This is an optimization exercise on Yosys and OpenROAD, whose aim is a short achievable clock period and few clock cycles per item, not a production implementation. In this exercise RTL edits were held to simulation tests only and were not proved equivalent to the original. The flow treats the clock pin as an ideal source. Dropping or thinning the clock tree relies on that and would not hold on a real chip. Power and IR drop assume default switching activity.

## script_lexer
module script_lexer (
  input  logic        clk,
  input  logic        rst_n,
  input  logic        in_valid,
  output logic        in_stall,
  input  logic [8:0]  in_data,    
  output logic        out_valid,
  input  logic        out_stall,
  output logic [54:0] out_data    
);
For scale: about 3,500 cells after synthesis, roughly 870 flip-flops, roughly 70 I/O pins.
clock: 6.0 ns
lec_check: 0
abc_clock_period_in_ps: 1800
cap_margin: 20
core_margin: 2
core_utilization: 65
place_density: 0.75
setup_slack_margin: 4.0
slew_margin: 20
standard.sh (not shown) runs the stock make flow with config.mk's settings and CLKGATE_MAP_FILE= SYNTH_SCRIPT=/design/flow/synth_recipe.tcl, a recipe that flattens the netlist after the stock synthesis.
==> flow/flow/run.sh <==
#!/bin/bash
# Standard ORFS layout, except that clock tree synthesis is replaced by a hand-built
# two-level tree (flow/manual_cts.tcl, sourced by ORFS cts.tcl through PRE_CTS_TCL):
# the clock port drives a few root buffers, each root drives leaf buffers, and each leaf
# drives an equal-size group of nearby flip-flops (recursive median bisection). Every
# flip-flop gets the same structure. Before that, each flip-flop driving an output
# port is moved halfway toward that port's buffer.
set -uo pipefail
here=$(pwd)
export PRE_CTS_TCL=$here/flow/manual_cts.tcl
export MCTS_LEAF_LEVELS=${MCTS_LEAF_LEVELS:-5}
export MCTS_PULL_OUT=1
export MCTS_PULL_FRAC=0.5
bash standard.sh > standard.log 2>&1
rc=$?
# keep each step's own log next to the run
mkdir -p step_logs
cp orfs/logs/*/*/*/*.log step_logs/ 2>/dev/null || true
exit $rc
==> flow/flow/manual_cts.tcl <==
# Clock tree built by hand in place of TritonCTS: the clock port drives a few root
# buffers, each root drives leaf buffers, each leaf drives a cluster of nearby
# flip-flops (recursive bisection of their placed positions into equal groups).
# Two buffers on every path.
# Sourced by ORFS cts.tcl as PRE_CTS_TCL; it replaces clock_tree_synthesis.

proc mcts_kmeans {pts k iters} {
  # pts: list of {x y}; returns list of cluster index per point
  set n [llength $pts]
  set cx {}; set cy {}
  # seed: points sorted along a serpentine order, evenly spaced
  set sorted [lsort -real -index 0 $pts]
  for {set c 0} {$c < $k} {incr c} {
    set p [lindex $sorted [expr {int(($c + 0.5) * $n / $k)}]]
    lappend cx [lindex $p 0]; lappend cy [lindex $p 1]
  }
  set asg [lrepeat $n 0]
  for {set it 0} {$it < $iters} {incr it} {
    set i 0
    foreach p $pts {
      set px [lindex $p 0]; set py [lindex $p 1]
      set best 0; set bd 1e30
      for {set c 0} {$c < $k} {incr c} {
        set d [expr {abs($px - [lindex $cx $c]) + abs($py - [lindex $cy $c])}]
        if {$d < $bd} { set bd $d; set best $c }
      }
      lset asg $i $best
      incr i
    }
    set sx [lrepeat $k 0.0]; set sy [lrepeat $k 0.0]; set sn [lrepeat $k 0]
    set i 0
    foreach p $pts {
      set c [lindex $asg $i]
      lset sx $c [expr {[lindex $sx $c] + [lindex $p 0]}]
      lset sy $c [expr {[lindex $sy $c] + [lindex $p 1]}]
      lset sn $c [expr {[lindex $sn $c] + 1}]
      incr i
    }
    for {set c 0} {$c < $k} {incr c} {
      if {[lindex $sn $c] > 0} {
        lset cx $c [expr {[lindex $sx $c] / [lindex $sn $c]}]
        lset cy $c [expr {[lindex $sy $c] / [lindex $sn $c]}]
      }
    }
  }
  return [list $asg $cx $cy]
}

proc mcts_place {inst x y} {
  set m [$inst getMaster]
  $inst setLocation [expr {int($x - [$m getWidth] / 2)}] [expr {int($y - [$m getHeight] / 2)}]
  $inst setPlacementStatus PLACED
}

if {[info commands mcts_orig_cts] eq ""} {
  rename clock_tree_synthesis mcts_orig_cts
}

# Recursive bisection at the median along the wider side: 2^levels equal groups
proc mcts_bisect {items levels} {
  # items: list of {x y payload}
  if {$levels == 0 || [llength $items] < 2} { return [list $items] }
  set xs [lsort -real [lmap it $items {lindex $it 0}]]
  set ys [lsort -real [lmap it $items {lindex $it 1}]]
  set idx [expr {([lindex $xs end] - [lindex $xs 0]) >= ([lindex $ys end] - [lindex $ys 0]) ? 0 : 1}]
  set sorted [lsort -real -index $idx $items]
  set h [expr {[llength $sorted] / 2}]
  return [concat [mcts_bisect [lrange $sorted 0 [expr {$h - 1}]] [expr {$levels - 1}]] \
                 [mcts_bisect [lrange $sorted $h end] [expr {$levels - 1}]]]
}

proc mcts_centroid {items} {
  set sx 0.0; set sy 0.0
  foreach it $items { set sx [expr {$sx + [lindex $it 0]}]; set sy [expr {$sy + [lindex $it 1]}] }
  set n [llength $items]
  return [list [expr {$sx / $n}] [expr {$sy / $n}]]
}

# Move each flip-flop that drives an output port's buffer next to that buffer
proc mcts_pull_outputs {block} {
  set n 0
  foreach bt [$block getBTerms] {
    if {[$bt getIoType] ne "OUTPUT"} { continue }
    set net [$bt getNet]
    if {$net eq "NULL"} { continue }
    foreach it [$net getITerms] {
      if {![$it isOutputSignal]} { continue }
      set buf [$it getInst]
      set a [$buf findITerm A]
      if {$a eq "NULL"} { continue }
      set an [$a getNet]
      foreach dit [$an getITerms] {
        if {![$dit isOutputSignal]} { continue }
        set ff [$dit getInst]
        if {![string match "*df*" [[$ff getMaster] getName]]} { continue }
        set f [expr {[info exists ::env(MCTS_PULL_FRAC)] ? $::env(MCTS_PULL_FRAC) : 1.0}]
        set bb [$buf getBBox]
        set fb [$ff getBBox]
        set bx [expr {([$bb xMin] + [$bb xMax]) / 2.0}]; set by [expr {([$bb yMin] + [$bb yMax]) / 2.0}]
        set fx [expr {([$fb xMin] + [$fb xMax]) / 2.0}]; set fy [expr {([$fb yMin] + [$fb yMax]) / 2.0}]
        mcts_place $ff [expr {$fx + $f * ($bx - $fx)}] [expr {$fy + $f * ($by - $fy)}]
        incr n
      }
    }
  }
  puts "MCTS: moved $n output flip-flops next to their port buffers"
}

proc clock_tree_synthesis {args} {
  if {[info exists ::env(MCTS_PULL_OUT)] && $::env(MCTS_PULL_OUT)} {
    mcts_pull_outputs [ord::get_db_block]
  }
  set leaf_levels [expr {[info exists ::env(MCTS_LEAF_LEVELS)] ? $::env(MCTS_LEAF_LEVELS) : 5}]
  set root_levels 2
  set db [ord::get_db]
  set block [ord::get_db_block]
  set buf [$db findMaster sky130_fd_sc_hd__clkbuf_16]
  set clknet [$block findNet clk]
  set items {}
  foreach it [$clknet getITerms] {
    set bb [[$it getInst] getBBox]
    lappend items [list [expr {([$bb xMin] + [$bb xMax]) / 2.0}] [expr {([$bb yMin] + [$bb yMax]) / 2.0}] $it]
  }
  puts "MCTS: [llength $items] sinks, [expr {1 << $leaf_levels}] leaf buffers, [expr {1 << $root_levels}] roots"
  set r 0
  set c 0
  foreach rgroup [mcts_bisect $items $root_levels] {
    set ri [odb::dbInst_create $block $buf "clkbuf_root_${r}_clk"]
    set rn [odb::dbNet_create $block "clknet_root_${r}_clk"]
    $rn setSigType CLOCK
    [$ri findITerm X] connect $rn
    [$ri findITerm A] connect $clknet
    set lcs {}
    foreach lgroup [mcts_bisect $rgroup [expr {$leaf_levels - $root_levels}]] {
      set li [odb::dbInst_create $block $buf "clkbuf_leaf_${c}_clk"]
      set ln [odb::dbNet_create $block "clknet_leaf_${c}_clk"]
      $ln setSigType CLOCK
      [$li findITerm X] connect $ln
      [$li findITerm A] connect $rn
      foreach it $lgroup {
        set t [lindex $it 2]
        $t disconnect
        $t connect $ln
      }
      set lc [mcts_centroid $lgroup]
      mcts_place $li [lindex $lc 0] [lindex $lc 1]
      lappend lcs $lc
      puts "MCTS: leaf $c root $r sinks [llength $lgroup]"
      incr c
    }
    set rc [mcts_centroid $lcs]
    mcts_place $ri [lindex $rc 0] [lindex $rc 1]
    incr r
  }
  $clknet setSigType CLOCK
  global_connect
  puts "MCTS: done"
}
Testbench counts at the start, summed over its fixed seeds: cycles 27,451, bytes 27,403.
Change:
--- a/flow/flow/run.sh
+++ b/flow/flow/run.sh
@@ -5,5 +5,5 @@
 # drives an equal-size group of nearby flip-flops (recursive median bisection). Every
 # flip-flop gets the same structure. Before that, each flip-flop driving an output
-# port is moved halfway toward that port's buffer.
+# port is moved next to that port's buffer.
 set -uo pipefail
 here=$(pwd)
@@ -11,5 +11,4 @@
 export MCTS_LEAF_LEVELS=${MCTS_LEAF_LEVELS:-5}
 export MCTS_PULL_OUT=1
-export MCTS_PULL_FRAC=0.5
 bash standard.sh > standard.log 2>&1
 rc=$?
--- a/flow/flow/manual_cts.tcl
+++ b/flow/flow/manual_cts.tcl
@@ -94,10 +94,6 @@
         set ff [$dit getInst]
         if {![string match "*df*" [[$ff getMaster] getName]]} { continue }
-        set f [expr {[info exists ::env(MCTS_PULL_FRAC)] ? $::env(MCTS_PULL_FRAC) : 1.0}]
         set bb [$buf getBBox]
-        set fb [$ff getBBox]
-        set bx [expr {([$bb xMin] + [$bb xMax]) / 2.0}]; set by [expr {([$bb yMin] + [$bb yMax]) / 2.0}]
-        set fx [expr {([$fb xMin] + [$fb xMax]) / 2.0}]; set fy [expr {([$fb yMin] + [$fb yMax]) / 2.0}]
-        mcts_place $ff [expr {$fx + $f * ($bx - $fx)}] [expr {$fy + $f * ($by - $fy)}]
+        mcts_place $ff [expr {([$bb xMin] + [$bb xMax]) / 2.0}] [expr {([$bb yMin] + [$bb yMax]) / 2.0}]
         incr n
       }
What happened:
- power barely changes
- global-route usage stays flat
- via count goes up by 1.3%
- routed wire length rises by 2.4%
- worst hold slack barely changes
Change:
==> flow/flow/run.sh (replaced) <==
#!/bin/bash
# Standard ORFS layout, except that clock tree synthesis is replaced by a hand-built
# two-level tree (flow/manual_cts.tcl, sourced by ORFS cts.tcl through PRE_CTS_TCL):
# the clock port drives a few root buffers, each root drives leaf buffers, and each leaf
# drives an equal-size group of nearby flip-flops (recursive median bisection). Every flip-flop gets the same structure.
set -uo pipefail
here=$(pwd)
export PRE_CTS_TCL=$here/flow/manual_cts.tcl
export MCTS_LEAF_LEVELS=${MCTS_LEAF_LEVELS:-5}
bash standard.sh > standard.log 2>&1
rc=$?
# keep each step's own log next to the run
mkdir -p step_logs
cp orfs/logs/*/*/*/*.log step_logs/ 2>/dev/null || true
exit $rc
--- a/flow/flow/manual_cts.tcl
+++ b/flow/flow/manual_cts.tcl
@@ -77,34 +77,5 @@
 }
 
-# Move each flip-flop that drives an output port's buffer next to that buffer
-proc mcts_pull_outputs {block} {
-  set n 0
-  foreach bt [$block getBTerms] {
-    if {[$bt getIoType] ne "OUTPUT"} { continue }
-    set net [$bt getNet]
-    if {$net eq "NULL"} { continue }
-    foreach it [$net getITerms] {
-      if {![$it isOutputSignal]} { continue }
-      set buf [$it getInst]
-      set a [$buf findITerm A]
-      if {$a eq "NULL"} { continue }
-      set an [$a getNet]
-      foreach dit [$an getITerms] {
-        if {![$dit isOutputSignal]} { continue }
-        set ff [$dit getInst]
-        if {![string match "*df*" [[$ff getMaster] getName]]} { continue }
-        set bb [$buf getBBox]
-        mcts_place $ff [expr {([$bb xMin] + [$bb xMax]) / 2.0}] [expr {([$bb yMin] + [$bb yMax]) / 2.0}]
-        incr n
-      }
-    }
-  }
-  puts "MCTS: moved $n output flip-flops next to their port buffers"
-}
-
 proc clock_tree_synthesis {args} {
-  if {[info exists ::env(MCTS_PULL_OUT)] && $::env(MCTS_PULL_OUT)} {
-    mcts_pull_outputs [ord::get_db_block]
-  }
   set leaf_levels [expr {[info exists ::env(MCTS_LEAF_LEVELS)] ? $::env(MCTS_LEAF_LEVELS) : 5}]
   set root_levels 2
- ABC_CLOCK_PERIOD_IN_PS: 1800 -> 1500
- SETUP_SLACK_MARGIN: 4.0 -> 4.3
Outcome: The changed run stopped in global routing. Area after synthesis is unchanged. Synthesized cell count does not change.
Change:
--- a/flow/flow/run.sh
+++ b/flow/flow/run.sh
@@ -3,9 +3,14 @@
 # two-level tree (flow/manual_cts.tcl, sourced by ORFS cts.tcl through PRE_CTS_TCL):
 # the clock port drives a few root buffers, each root drives leaf buffers, and each leaf
-# drives an equal-size group of nearby flip-flops (recursive median bisection). Every flip-flop gets the same structure.
+# drives an equal-size group of nearby flip-flops (recursive median bisection). Every
+# flip-flop gets the same structure. Before that, each output port's buffer is moved
+# 60% of the way toward the flip-flop that drives it.
 set -uo pipefail
 here=$(pwd)
 export PRE_CTS_TCL=$here/flow/manual_cts.tcl
 export MCTS_LEAF_LEVELS=${MCTS_LEAF_LEVELS:-5}
+export MCTS_PULL_OUT=1
+export MCTS_PULL_FRAC=0.6
+export MCTS_MOVE_BUF=1
 bash standard.sh > standard.log 2>&1
 rc=$?
--- a/flow/flow/manual_cts.tcl
+++ b/flow/flow/manual_cts.tcl
@@ -77,5 +77,43 @@
 }
 
+# Move each flip-flop that drives an output port's buffer toward that buffer, or with
+# MCTS_MOVE_BUF the buffer toward the flip-flop (MCTS_PULL_FRAC of the way)
+proc mcts_pull_outputs {block} {
+  set n 0
+  foreach bt [$block getBTerms] {
+    if {[$bt getIoType] ne "OUTPUT"} { continue }
+    set net [$bt getNet]
+    if {$net eq "NULL"} { continue }
+    foreach it [$net getITerms] {
+      if {![$it isOutputSignal]} { continue }
+      set buf [$it getInst]
+      set a [$buf findITerm A]
+      if {$a eq "NULL"} { continue }
+      set an [$a getNet]
+      foreach dit [$an getITerms] {
+        if {![$dit isOutputSignal]} { continue }
+        set ff [$dit getInst]
+        if {![string match "*df*" [[$ff getMaster] getName]]} { continue }
+        set f [expr {[info exists ::env(MCTS_PULL_FRAC)] ? $::env(MCTS_PULL_FRAC) : 1.0}]
+        set bb [$buf getBBox]
+        set fb [$ff getBBox]
+        set bx [expr {([$bb xMin] + [$bb xMax]) / 2.0}]; set by [expr {([$bb yMin] + [$bb yMax]) / 2.0}]
+        set fx [expr {([$fb xMin] + [$fb xMax]) / 2.0}]; set fy [expr {([$fb yMin] + [$fb yMax]) / 2.0}]
+        if {[info exists ::env(MCTS_MOVE_BUF)] && $::env(MCTS_MOVE_BUF)} {
+          mcts_place $buf [expr {$bx + $f * ($fx - $bx)}] [expr {$by + $f * ($fy - $by)}]
+        } else {
+          mcts_place $ff [expr {$fx + $f * ($bx - $fx)}] [expr {$fy + $f * ($by - $fy)}]
+        }
+        incr n
+      }
+    }
+  }
+  puts "MCTS: moved $n output flip-flops next to their port buffers"
+}
+
 proc clock_tree_synthesis {args} {
+  if {[info exists ::env(MCTS_PULL_OUT)] && $::env(MCTS_PULL_OUT)} {
+    mcts_pull_outputs [ord::get_db_block]
+  }
   set leaf_levels [expr {[info exists ::env(MCTS_LEAF_LEVELS)] ? $::env(MCTS_LEAF_LEVELS) : 5}]
   set root_levels 2
- ABC_CLOCK_PERIOD_IN_PS: 1500 -> 1800
- SETUP_SLACK_MARGIN: 4.3 -> 4.0
=>
- The new run finished with timing, DRC and antenna clean
- area after synthesis stays the same
- synthesized cell count is unchanged
Change:
==> flow/flow/run.sh (replaced) <==
#!/bin/bash
# Standard ORFS layout, except that clock tree synthesis is replaced by a hand-built
# two-level tree (flow/manual_cts.tcl, sourced by ORFS cts.tcl through PRE_CTS_TCL):
# the clock port drives a few root buffers, each root drives leaf buffers, and each leaf
# drives an equal-size group of nearby flip-flops (recursive median bisection). Every flip-flop gets the same structure.
set -uo pipefail
here=$(pwd)
export PRE_CTS_TCL=$here/flow/manual_cts.tcl
export MCTS_LEAF_LEVELS=${MCTS_LEAF_LEVELS:-5}
bash standard.sh > standard.log 2>&1
rc=$?
# keep each step's own log next to the run
mkdir -p step_logs
cp orfs/logs/*/*/*/*.log step_logs/ 2>/dev/null || true
exit $rc
--- a/flow/flow/manual_cts.tcl
+++ b/flow/flow/manual_cts.tcl
@@ -77,43 +77,5 @@
 }
 
-# Move each flip-flop that drives an output port's buffer toward that buffer, or with
-# MCTS_MOVE_BUF the buffer toward the flip-flop (MCTS_PULL_FRAC of the way)
-proc mcts_pull_outputs {block} {
-  set n 0
-  foreach bt [$block getBTerms] {
-    if {[$bt getIoType] ne "OUTPUT"} { continue }
-    set net [$bt getNet]
-    if {$net eq "NULL"} { continue }
-    foreach it [$net getITerms] {
-      if {![$it isOutputSignal]} { continue }
-      set buf [$it getInst]
-      set a [$buf findITerm A]
-      if {$a eq "NULL"} { continue }
-      set an [$a getNet]
-      foreach dit [$an getITerms] {
-        if {![$dit isOutputSignal]} { continue }
-        set ff [$dit getInst]
-        if {![string match "*df*" [[$ff getMaster] getName]]} { continue }
-        set f [expr {[info exists ::env(MCTS_PULL_FRAC)] ? $::env(MCTS_PULL_FRAC) : 1.0}]
-        set bb [$buf getBBox]
-        set fb [$ff getBBox]
-        set bx [expr {([$bb xMin] + [$bb xMax]) / 2.0}]; set by [expr {([$bb yMin] + [$bb yMax]) / 2.0}]
-        set fx [expr {([$fb xMin] + [$fb xMax]) / 2.0}]; set fy [expr {([$fb yMin] + [$fb yMax]) / 2.0}]
-        if {[info exists ::env(MCTS_MOVE_BUF)] && $::env(MCTS_MOVE_BUF)} {
-          mcts_place $buf [expr {$bx + $f * ($fx - $bx)}] [expr {$by + $f * ($fy - $by)}]
-        } else {
-          mcts_place $ff [expr {$fx + $f * ($bx - $fx)}] [expr {$fy + $f * ($by - $fy)}]
-        }
-        incr n
-      }
-    }
-  }
-  puts "MCTS: moved $n output flip-flops next to their port buffers"
-}
-
 proc clock_tree_synthesis {args} {
-  if {[info exists ::env(MCTS_PULL_OUT)] && $::env(MCTS_PULL_OUT)} {
-    mcts_pull_outputs [ord::get_db_block]
-  }
   set leaf_levels [expr {[info exists ::env(MCTS_LEAF_LEVELS)] ? $::env(MCTS_LEAF_LEVELS) : 5}]
   set root_levels 2
The new run ran to the end with no violations.
Wire length goes down by a few percent.
Setup slack is worse by 0.016 ns.
Final area went down slightly.
Change:
--- a/flow/flow/run.sh
+++ b/flow/flow/run.sh
@@ -7,5 +7,5 @@
 here=$(pwd)
 export PRE_CTS_TCL=$here/flow/manual_cts.tcl
-export MCTS_LEAF_LEVELS=${MCTS_LEAF_LEVELS:-5}
+export MCTS_LEAF_LEVELS=${MCTS_LEAF_LEVELS:-6}
 bash standard.sh > standard.log 2>&1
 rc=$?
Result:
- The new run finished with timing, DRC and antenna clean
- core utilization increases by 2.2 points
- worst setup slack got worse by 0.14 ns
- power climbs by 12%
- combinational power grows by about 3%
- design area goes up by 2.9%
- global-route usage increases by 2.2 points
- wire length climbs by 12%
- worst hold slack got worse by 0.012 ns
- clock skew is higher by 0.0032 ns
- sequential share of layout area goes down by 1.5 points
In the first, second, fourth, fifth and sixth runs of this note the design's own scripts or RTL, not TritonCTS, make the clock network.

## port drivers added, routing unchanged
The results above use ideal ports. As a check the final layouts listed here were re-extracted and re-timed, cells and wires unchanged.
Step 1 assumes that a clkbuf_16 drives the clock port and a buf_2 every other input.
Step 2 also shifts input and output timing later by t, the mid clock arrival at the registers, as if the neighbouring blocks saw the same clock.
Slacks: no drivers / after step 1 / after step 2; pairs: no drivers / after step 1.
| run | t (ns) | setup slack, ns | hold slack, ns |
|---|---|---|---|
| the first run | 0.539 | 3.865 / 3.765 / 3.425 | 0.333 / 0.333 / 0.333 |
| the second run | 0.549 | 3.774 / 3.774 / 3.389 | 0.333 / 0.333 / 0.333 |
| the fourth run | 0.534 | 3.878 / 3.737 / 3.459 | 0.332 / 0.332 / 0.332 |
| the fifth run | 0.528 | 3.862 / 3.724 / 3.532 | 0.333 / 0.333 / 0.333 |
| the sixth run | 0.621 | 3.725 / 3.632 / 3.540 | 0.321 / 0.321 / 0.321 |
After both steps setup and hold are still met in every run listed. For the first run, which loses most, drivers alone change the setup slack by -0.100 ns; drivers and shift together by -0.440 ns.
